Source: an optimization exercise on an open RTL-to-GDS flow (aim: small area, a short achievable clock period and few clock cycles per item). Production flows keep margins and buffers that such runs may drop. RTL that was checked went through simulation tests only; none was proved equivalent to the original.

==> flow/design.v (excerpt) <==
module jam_top (
	input  logic        clk,
	input  logic        rst_n,
	input  logic        in_valid,
	input  logic [6:0]  in_cost,
	output logic        out_valid,
	output logic [59:0] out_data    
);
Size: roughly 2700 cells after synthesis, roughly 71 I/O pins, about 0.031 mm^2 of cells after synthesis.
Settings: LEC_CHECK=0, CAP_MARGIN=20, CORE_MARGIN=2, CORE_UTILIZATION=40, SLEW_MARGIN=20; clock period 15.0 ns.
run.sh (not shown) runs the stock make flow with config.mk's settings and CLKGATE_MAP_FILE= SYNTH_SCRIPT=/design/flow/synth_recipe.tcl, a recipe that flattens the netlist after the stock synthesis.
The baseline went through all stages and came out clean.
Edit:
==> flow/flow/run.sh (new file) <==
#!/bin/bash
# Standard layout, with timing repair aiming for extra setup slack.
set -euo pipefail
bash standard.sh SETUP_SLACK_MARGIN=11 finish > make.log 2>&1
==> flow/standard.sh (new file) <==
#!/bin/bash
# synth_recipe.tcl (not shown) runs the flow's synth.tcl, then flattens the netlist and writes it again
# the make line also repeats each setting of config.mk as NAME=value (left out here)
make -C /OpenROAD-flow-scripts/flow DESIGN_CONFIG=/design/flow/config.mk WORK_HOME=/design/flow/orfs CLKGATE_MAP_FILE= SYNTH_SCRIPT=/design/flow/synth_recipe.tcl "${@:-finish}"
removed: flow/run.sh
After rerunning: Routed wire length goes up by 5.9%. Global-route usage is higher by 0.73 points. Register-to-register slack gains 2.1 ns. Hold slack stays flat. Critical path depth fell by 1.
Function was not checked in any run of this note: the RTL went through the layout flow alone.

* * *

== lane 1 ==
jam_top, a different RTL version from the one above (not shown whole).
Size in the first run: ~2800 cells after synthesis.
==> flow/config.mk <==
export PLATFORM = sky130hd
export DESIGN_NAME = jam_top
export DESIGN_NICKNAME = jam_top
export VERILOG_FILES = /design/flow/design.v
export SDC_FILE = /design/flow/constraint.sdc
export NUM_CORES = 4
export LEC_CHECK = 0
export CAP_MARGIN = 20
export CORE_MARGIN = 2
export CORE_UTILIZATION = 40
export SLEW_MARGIN = 20
==> flow/constraint.sdc <==
create_clock -name core_clock -period 15.0 [get_ports {clk}]
set_input_delay 3.0000 -clock core_clock [delete_from_list [all_inputs] [get_ports {clk}]]
set_output_delay 3.0000 -clock core_clock [all_outputs]
set_load 0.01 [all_outputs]
Stock flow here: none of the scripts above is used.
Lane 1 | status: complete | timing, DRC, antenna: pass
Testbench counts of lane 1, summed over its fixed seeds: cycles 15,919, matrices 192.
#### Input delta (lane 2 over lane 1)
==> flow/flow/run.sh (new file) <==
#!/bin/bash
# Standard layout, with timing repair aiming for extra setup slack.
set -euo pipefail
bash standard.sh SETUP_SLACK_MARGIN=11 finish > make.log 2>&1
==> flow/standard.sh (new file) <==
#!/bin/bash
# synth_recipe.tcl (not shown) runs the flow's synth.tcl, then flattens the netlist and writes it again
# the make line also repeats each setting of config.mk as NAME=value (left out here)
make -C /OpenROAD-flow-scripts/flow DESIGN_CONFIG=/design/flow/config.mk WORK_HOME=/design/flow/orfs CLKGATE_MAP_FILE= SYNTH_SCRIPT=/design/flow/synth_recipe.tcl "${@:-finish}"
removed: flow/run.sh
==> comparison <==
Final layout net count (lane 2 vs. lane 1) increases by a little under 10%
Lane 1 reports its cell with the biggest individual delay on the critical path as clkinv_1 while lane 2 reports dfrtp_1.
Looking at storage element area, lane 2 sits about 0.5% above lane 1.
Lane 2 vs. lane 1: minimum setup slack in the final design went up 1.75 ns; source-to-sink clock delay at the later pin of the worst-skew pair saw little to no change; number of cells after detailed placement flat.

* * *

## run A
The RTL this note starts from:
==> flow/design.v <==
`default_nettype none
module jam_top (
	input  logic        clk,
	input  logic        rst_n,
	input  logic        in_valid,
	input  logic [6:0]  in_cost,
	output logic        out_valid,
	output logic [59:0] out_data    
);
	logic        xv;
	logic [6:0]  x;
	logic [5:0]  k;         
	logic [55:0] A;         
	logic [6:0]  m;         
	logic        rdy;       
	logic        last;      
	logic        cmp;       
	logic        cmp7;      
	logic [2:0]  r;         
	logic        ins;       
	logic        use_sub;   
	logic        a_ld;      
	logic [2:0]  pcnt;      
	logic        out_v;
	logic [2:0]  beat;
	logic        row_end;
	logic        put7_n;    
	assign row_end = xv && (k[2:0] == 3'd7);
	assign put7_n  = out_v && (beat == 3'd3);
	always_ff @(posedge clk or negedge rst_n) begin
		if (!rst_n) begin
			xv      <= 1'b0;
			k       <= 6'd0;
			rdy     <= 1'b0;
			last    <= 1'b0;
			cmp     <= 1'b0;
			cmp7    <= 1'b0;
			ins     <= 1'b0;
			use_sub <= 1'b0;
			a_ld    <= 1'b0;
		end else begin
			xv      <= in_valid;
			rdy     <= row_end;
			last    <= row_end && (k[5:3] == 3'd7);
			cmp     <= rdy;
			cmp7    <= last;
			ins     <= row_end || (pcnt == 3'd3) || put7_n;
			use_sub <= row_end || cmp7 || (pcnt > 3'd1) || put7_n;
			a_ld    <= (row_end && k[5:3] == 3'd7) || (pcnt == 3'd3);
			if (xv)
				k <= k + 6'd1;
		end
	end
	assign r = k[5:3] - 3'd1;
	function automatic logic [6:0] sub7(input logic [6:0] a, input logic [6:0] b);
		logic bw;
		bw = 1'b0;
		for (int i = 0; i < 7; i++) begin
			sub7[i] = a[i] ^ b[i] ^ bw;
			bw      = (~a[i] & b[i]) | (~(a[i] ^ b[i]) & bw);
		end
	endfunction
	function automatic logic less7(input logic [6:0] a, input logic [6:0] b);
		logic l;
		l = 1'b0;
		for (int i = 0; i < 7; i++)
			l = (~a[i] & b[i]) | (~(a[i] & ~b[i]) & l);
		less7 = l;
	endfunction
	logic [55:0] ring [7];
	logic [55:0] cmin;
	logic [55:0] sx, sy, d;
	always_comb begin
		sx = ins ? A : ring[6];
		for (int c = 0; c < 8; c++) begin
			sy[c*7 +: 7] = rdy ? m : cmin[c*7 +: 7];
			d[c*7 +: 7]  = sub7(sx[c*7 +: 7], sy[c*7 +: 7]);
		end
	end
	always_ff @(posedge clk) begin
		x <= in_cost;
		if (xv) begin
			A <= {x, A[55:7]};
			m <= (k[2:0] == 3'd0 || x < m) ? x : m;
		end else if (a_ld) begin
			A <= ring[6];
		end
	end
	logic [2:0] ph;         
	always_ff @(posedge clk) begin
		ring[0] <= use_sub ? d : ring[6];
		for (int i = 1; i < 7; i++)
			ring[i] <= ring[i-1];
	end
	always_ff @(posedge clk or negedge rst_n) begin
		if (!rst_n)
			ph <= 3'd0;
		else if ((rdy && r == 3'd0) || ph == 3'd6)
			ph <= 3'd0;
		else
			ph <= ph + 3'd1;
	end
	logic [63:0] z;         
	logic [7:0]  lt, le;
	logic [7:0]  roh;
	logic [63:0] tr, tc;    
	always_comb begin
		for (int c = 0; c < 8; c++) begin
			lt[c] = cmp && (r == 3'd0 || less7(ring[0][c*7 +: 7], cmin[c*7 +: 7]));
			le[c] = lt[c] || (cmp && ring[0][c*7 +: 7] == cmin[c*7 +: 7]);
		end
		for (int i = 0; i < 8; i++)
			roh[i] = (r == i[2:0]);
	end
	always_ff @(posedge clk) begin
		for (int c = 0; c < 8; c++) begin
			if (lt[c])
				cmin[c*7 +: 7] <= ring[0][c*7 +: 7];
			for (int i = 0; i < 8; i++)
				z[i*8+c] <= (z[i*8+c] && !lt[c]) || (roh[i] && le[c]);
		end
	end
	logic        pc;        
	logic        busy;      
	logic        done;      
	logic [3:0]  drawn;
	logic [63:0] tr_init;
	logic [7:0]  mr, mc;    
	logic [7:0]  hr, hc;    
	logic [7:0]  rsel, csel;
	logic        take_col;
	logic [7:0]  zc, zr;    
	logic [63:0] zt;        
	logic        all_clear;
	logic [3:0]  pop;
	always_comb begin
		for (int i = 0; i < 8; i++) begin
			pop = 4'd0;
			for (int c = 0; c < 8; c++)
				pop = pop + {3'd0, z[i*8+c]};
			for (int n = 0; n < 8; n++)
				tr_init[i*8+n] = (pop > n[3:0]);
		end
		for (int i = 0; i < 8; i++)
			for (int c = 0; c < 8; c++)
				zt[c*8+i] = z[i*8+c];
	end
	function automatic logic [7:0] first_word(input logic [7:0] f, input logic [63:0] w);
		logic [3:0]  f1;
		logic [31:0] w1;
		logic [1:0]  f2;
		logic [15:0] w2;
		for (int p = 0; p < 4; p++) begin
			f1[p]         = f[2*p] | f[2*p+1];
			w1[p*8 +: 8]  = f[2*p] ? w[2*p*8 +: 8] : w[(2*p+1)*8 +: 8];
		end
		for (int q = 0; q < 2; q++) begin
			f2[q]         = f1[2*q] | f1[2*q+1];
			w2[q*8 +: 8]  = f1[2*q] ? w1[2*q*8 +: 8] : w1[(2*q+1)*8 +: 8];
		end
		first_word = f2[0] ? w2[7:0] : w2[15:8];
	endfunction
	function automatic logic one_or_none(input logic [7:0] v);
		logic seen, two;
		seen = 1'b0;
		two  = 1'b0;
		for (int i = 0; i < 8; i++) begin
			two  = two | (seen & v[i]);
			seen = seen | v[i];
		end
		one_or_none = !two;
	endfunction
	always_comb begin
		mr = 8'd0;
		mc = 8'd0;
		for (int i = 0; i < 8; i++) begin
			mr = mr | tr[i*8 +: 8];
			mc = mc | tc[i*8 +: 8];
		end
		take_col = |(mc & ~mr);   
		for (int i = 0; i < 8; i++) begin
			hr[i] = &(tr[i*8 +: 8] | ~mr);
			hc[i] = &(tc[i*8 +: 8] | ~mc);
		end
		rsel = hr & (~hr + 8'd1);   
		csel = hc & (~hc + 8'd1);
		zr = first_word(hr, z);     
		zc = first_word(hc, zt);    
	end
	logic [7:0] nzr, nzc;   
	always_comb begin
		for (int i = 0; i < 8; i++) begin
			nzr[i] = tr[i*8];
			nzc[i] = tc[i*8];
		end
		all_clear = one_or_none(nzr) || one_or_none(nzc);
	end
	always_ff @(posedge clk) begin
		for (int i = 0; i < 8; i++) begin
			if (pc)
				tr[i*8 +: 8] <= tr_init[i*8 +: 8];
			else if (busy) begin
				if (take_col) begin
					if (zc[i])
						tr[i*8 +: 8] <= {1'b0, tr[i*8+1 +: 7]};
				end else if (rsel[i])
					tr[i*8 +: 8] <= 8'd0;
			end
			if (lt[i])
				tc[i*8 +: 8] <= 8'd1;
			else if (le[i])
				tc[i*8 +: 8] <= {tc[i*8 +: 7], 1'b1};
			else if (busy) begin
				if (take_col) begin
					if (csel[i])
						tc[i*8 +: 8] <= 8'd0;
				end else if (zr[i])
					tc[i*8 +: 8] <= {1'b0, tc[i*8+1 +: 7]};
			end
		end
		if (pc)
			drawn <= 4'd0;
		else if (busy)
			drawn <= drawn + 4'd1;
	end
	logic go;
	logic fin;
	assign fin  = done || (busy && all_clear);
	assign go   = fin && (ph == 3'd1);   
	always_ff @(posedge clk or negedge rst_n) begin
		if (!rst_n) begin
			pc    <= 1'b0;
			busy  <= 1'b0;
			done  <= 1'b0;
			pcnt  <= 3'd0;
			out_v <= 1'b0;
			beat  <= 3'd0;
		end else begin
			pc   <= cmp7;
			busy <= pc || (busy && !all_clear);
			done <= fin && !go;
			if (cmp7)
				pcnt <= 3'd7;
			else if (pcnt != 3'd0)
				pcnt <= pcnt - 3'd1;
			if (go) begin
				out_v <= 1'b1;
				beat  <= 3'd0;
			end else if (out_v) begin
				beat <= beat + 3'd1;
				if (beat == 3'd7)
					out_v <= 1'b0;
			end
		end
	end
	assign out_valid = out_v;
	assign out_data  = {ring[2], drawn};
endmodule
`default_nettype wire
clock: 15.0 ns
lec_check: 0
cap_margin: 20
core_margin: 2
core_utilization: 65
cts_cluster_diameter: 60
cts_cluster_size: 30
place_density: 0.75
slew_margin: 20
standard.sh (not shown) runs the stock make flow with config.mk's settings and CLKGATE_MAP_FILE= SYNTH_SCRIPT=/design/flow/synth_recipe.tcl, a recipe that flattens the netlist after the stock synthesis.
==> flow/flow/run.sh <==
#!/bin/bash
# Standard layout, with timing repair aiming for extra setup slack.
set -euo pipefail
bash standard.sh SETUP_SLACK_MARGIN=11 finish > make.log 2>&1
No stage failed in run A, and the final checks on the layout all came back clean.
Relative to run A, the following input files were edited for run B:
Settings: a change of CORE_UTILIZATION from 65 to 40; a deleted PLACE_DENSITY that had been 0.75.
Run B did not stop at any stage, and its layout met the timing, DRC and antenna checks.
Global routing met3 resource utilization, run B and run A: higher on run A
Area of the die: run B worse than run A
Final cell count was higher in run B than in run A.
Relative to run A, worst clock skew on the final layout increased by 18 ps in run B.
Number of port buffers: run B vs run A identical
Relative to run B, the following input files were edited for run C:
Settings: a deleted CTS_CLUSTER_DIAMETER that had been 60; a deleted CTS_CLUSTER_SIZE that had been 30.
Findings:
- In the flow results for run B and run C, the overall global routing resource usage is smaller on run B.
- Routed wire in run C totals more than in run B.
- Both conditions hold for run C: the flow ran to the end and the final layout passed the timing, DRC and antenna checks.
Function was not checked in any run of this note: the RTL went through the layout flow alone.

==> re-timing with driven ports <==
No port has a modelled driver above. Below, the same layouts with a new extraction and two added sets of constraints. Step 1 (the two cells are an assumption about what drives the block):
set clk [get_ports {clk}]
set_driving_cell -lib_cell sky130_fd_sc_hd__clkbuf_16 $clk
set_driving_cell -lib_cell sky130_fd_sc_hd__buf_2 [delete_from_list [all_inputs] $clk]
Step 2 also shifts input and output timing later by t, the mid clock arrival at the registers, as if the neighbouring blocks saw the same clock. Slacks: no drivers / after step 1 / after step 2; pairs: no drivers / after step 1.
run | shift t [ns] | slack for setup (ns) | worst setup path after step 2 | worst data-port slew with drivers (ns) | pins driven straight from the clock port
the first run of note 1 | 0.699 | 8.664 / 8.664 / 8.664 | register to register | 0.03 | 1
the second run of note 1 | 0.688 | 10.756 / 10.756 / 10.756 | register to register | 0.04 | 1
lane 1 | 0.708 | 8.615 / 8.615 / 8.615 | register to register | 0.06 | 1
lane 2 | 0.691 | 10.364 / 10.364 / 10.364 | register to register | 0.09 | 1
run A | 0.667 | 10.832 / 10.767 / 11.093 | register to register | 0.03 | 1
run B | 0.710 | 10.825 / 10.760 / 11.110 | register to register | 0.04 | 1
run C | 0.694 | 10.829 / 10.766 / 11.107 | register to register | 0.04 | 1
After both steps setup and hold are still met in every run listed.
